What follows belongs to an exercise in optimizing a design on an open flow for small area; a production flow would make more cautious choices. Only simulation tests tie the RTL to the original design; equivalence was not proved.

==> inputs of 04-03 <==
==> flow/design.v (excerpt) <==
module decodeStage (
    input  logic        CLK,
    input  logic        RESET,
    input  logic [31:0] fetchPc,
    input  logic [31:0] fetchInstr,
    input  logic        fetchValid,
    output logic        fetchReady,
    input  logic [4:0]  wbDest,
    input  logic [31:0] wbData,
    input  logic        wbValid,
    input  logic [4:0]  exeBypDest,
    input  logic [31:0] exeBypData,
    input  logic        exeBypValid,
    input  logic [4:0]  memBypDest,
    input  logic [31:0] memBypData,
    input  logic        memBypValid,
    output logic [31:0] exeInstr,
    output logic [31:0] exePc,
    output logic [31:0] exeOpA,
    output logic [31:0] exeOpB,
    output logic [4:0]  exeRegA,
    output logic [4:0]  exeRegB,
    output logic [4:0]  exeDestReg,
    output logic [31:0] exeMemWriteData,
    output logic        exeRegWrite,
    output logic [3:0]  exeAluOp,
    output logic        exeMemRead,
    output logic        exeMemWrite,
    output logic [4:0]  exeShamt,
    output logic        exeSys,
    output logic        exeValid,
    input  logic        exeReady,
    output logic [31:0] altPc,
    output logic        altPcValid,
    output logic        wantFreeze
);
export LEC_CHECK = 0
export CAP_MARGIN = 20
export CORE_MARGIN = 2
export CORE_UTILIZATION = 55
export PLACE_DENSITY = 0.85
export SLEW_MARGIN = 20
export SYNTH_HIERARCHICAL = 1
export SYNTH_MINIMUM_KEEP_SIZE = 0
create_clock -name core_clock -period 10.0 [get_ports {CLK}]
standard.sh (not shown) runs the stock make flow with config.mk's settings and CLKGATE_MAP_FILE= SYNTH_SCRIPT=/design/flow/synth_recipe.tcl, a recipe that flattens the netlist after the stock synthesis.
==> flow/flow/run.sh <==
#!/bin/bash
# The standard layout, with these changes: the port buffers use the smallest
# buffer cell; clock tree synthesis adds no dummy loads and builds its leaves
# from clkbuf_8 cells driving up to 15 flip-flops within 50 um.
set -euo pipefail
export BUFFER_PORTS_ARGS="-buffer_cell sky130_fd_sc_hd__buf_1"
export CTS_ARGS="-sink_clustering_enable -repair_clock_nets -dont_use_dummy_load -buf_list sky130_fd_sc_hd__clkbuf_8 -sink_clustering_size 15 -sink_clustering_max_diameter 50"
bash standard.sh > standard.log 2>&1
==> 11-24: changes against 04-03 <==
==> flow/flow/run.sh (replaced) <==
#!/bin/bash
# The standard layout, with these changes: the port buffers use the smallest
# buffer cell; clock tree synthesis adds no dummy loads and builds its leaves
# from clkbuf_8 cells driving up to 15 flip-flops within 50 um; after global
# routing, gates off the critical paths are downsized (ORFS's power recovery
# on all paths with slack).
set -euo pipefail
export BUFFER_PORTS_ARGS="-buffer_cell sky130_fd_sc_hd__buf_1"
export CTS_ARGS="-sink_clustering_enable -repair_clock_nets -dont_use_dummy_load -buf_list sky130_fd_sc_hd__clkbuf_8 -sink_clustering_size 15 -sink_clustering_max_diameter 50"
export RECOVER_POWER=100
bash standard.sh > standard.log 2>&1
Settings changed: PLACE_DENSITY 0.85 to 0.65.
==> 11-09: changes against 04-03 <==
==> flow/run.sh (new file) <==
#!/bin/bash
# synth_recipe.tcl (not shown) runs the flow's synth.tcl, then flattens the netlist and writes it again
# the make line also repeats each setting of config.mk as NAME=value (left out here)
make -C /OpenROAD-flow-scripts/flow DESIGN_CONFIG=/design/flow/config.mk WORK_HOME=/design/flow/orfs CLKGATE_MAP_FILE= SYNTH_SCRIPT=/design/flow/synth_recipe.tcl finish
Settings changed: PLACE_DENSITY 0.85 to 0.65.
removed: flow/flow/run.sh
removed: flow/standard.sh
==> 10-26: changes against 04-03 <==
Settings changed: PLACE_DENSITY 0.85 to 0.65.
==> flow_summary.json <==
{
  "failed_checks": "capacitance limit, slew limit",
  "worst_clock_skew_ns": 0.0786,
  "first_global_vias": 44800,
  "grt_pass1_wl_mm": 342,
  "routedWlPerCell_um": 41.4,
  "cap_violations": 79,
  "drv_slew": 2697,
  "status": "finished with violations",
  "cts_made_buffers": 149,
  "pg_seq_uw": 9910,
  "m1WireLength_mm": 86.9
}
(the above is from 11-24)
==> flow_summary.json <==
{
  "cts_made_buffers": 149,
  "worst_clock_skew_ns": 0.0878,
  "cap_violations": 0,
  "status": "timing/DRC/antenna clean",
  "reg_top3": "rfData (992), qEntry (512)",
  "pg_seq_uw": 9850,
  "mostFrequentLayoutCell": "edfxtp_1",
  "m1WireLength_mm": 87.3,
  "fmax_ghz": 0.114,
  "die_area_um2": 125000,
  "routedWlPerCell_um": 41.3,
  "post-route-util_pct": 60.8,
  "first_global_vias": 44800,
  "drv_slew": 0
}
(the above is from 10-26)
==> flow_summary.json <==
{
  "status": "timing/DRC/antenna clean",
  "drv_slew": 0,
  "pg_seq_uw": 9850,
  "setup_viol": 0,
  "holdPathEnd": "rfWritten[19]",
  "worst_clock_skew_ns": 0.0897,
  "first_global_vias": 47300,
  "cts.clk_slew.worst_paths_ns": 0.09,
  "m1WireLength_mm": 72.4,
  "nets": 4662,
  "wl_met2_mm": 102,
  "ys_types": 73,
  "cts_made_buffers": 135,
  "ir_drop_mv": 0.274,
  "worstSetupStartpoint": "outLink",
  "cap_violations": 0,
  "hold_path_depth": 1,
  "die_area_um2": 125000,
  "clk_latency_ns": 0.93,
  "design.core.area_um2": 121000
}
(the above is from 04-03)
==> flow_summary.json <==
{
  "status": "timing/DRC/antenna clean",
  "grt_pass1_wl_mm": 353,
  "routedWlPerCell_um": 41.5,
  "power_density_nw_per_um2": 328,
  "first_global_vias": 45500,
  "drv_slew": 0,
  "cap_violations": 0,
  "worst_clock_skew_ns": 0.0397,
  "m1WireLength_mm": 90.6,
  "cts_made_buffers": 167
}
(the above is from 11-09)

[re-timing with driven ports]
The results above use ideal ports. As a check the final layouts listed here were re-extracted and re-timed, cells and wires unchanged. Step 1 sets driving cells, clkbuf_16 on the clock port and buf_2 on the other inputs (assumed; they add their load-dependent delay and slew). Step 2 also shifts input and output timing later by t, the mid clock arrival at the registers, as if the neighbouring blocks saw the same clock. Three values: ideal, step 1, step 2; two values: the first two.
run | shift t [ns] | slack for setup (ns) | worst setup path after step 2 | clock arrival spread, ns
04-03 | 0.958 | 0.889 / 0.813 / 1.771 | register to output | 0.090 / 0.091
11-24 | 0.951 | 0.452 / 0.452 / 0.452 | register to register | 0.103 / 0.103
11-09 | 0.876 | 0.971 / 0.890 / 1.766 | register to output | 0.042 / 0.042
10-26 | 0.943 | 1.255 / 1.182 / 2.124 | register to output | 0.109 / 0.109
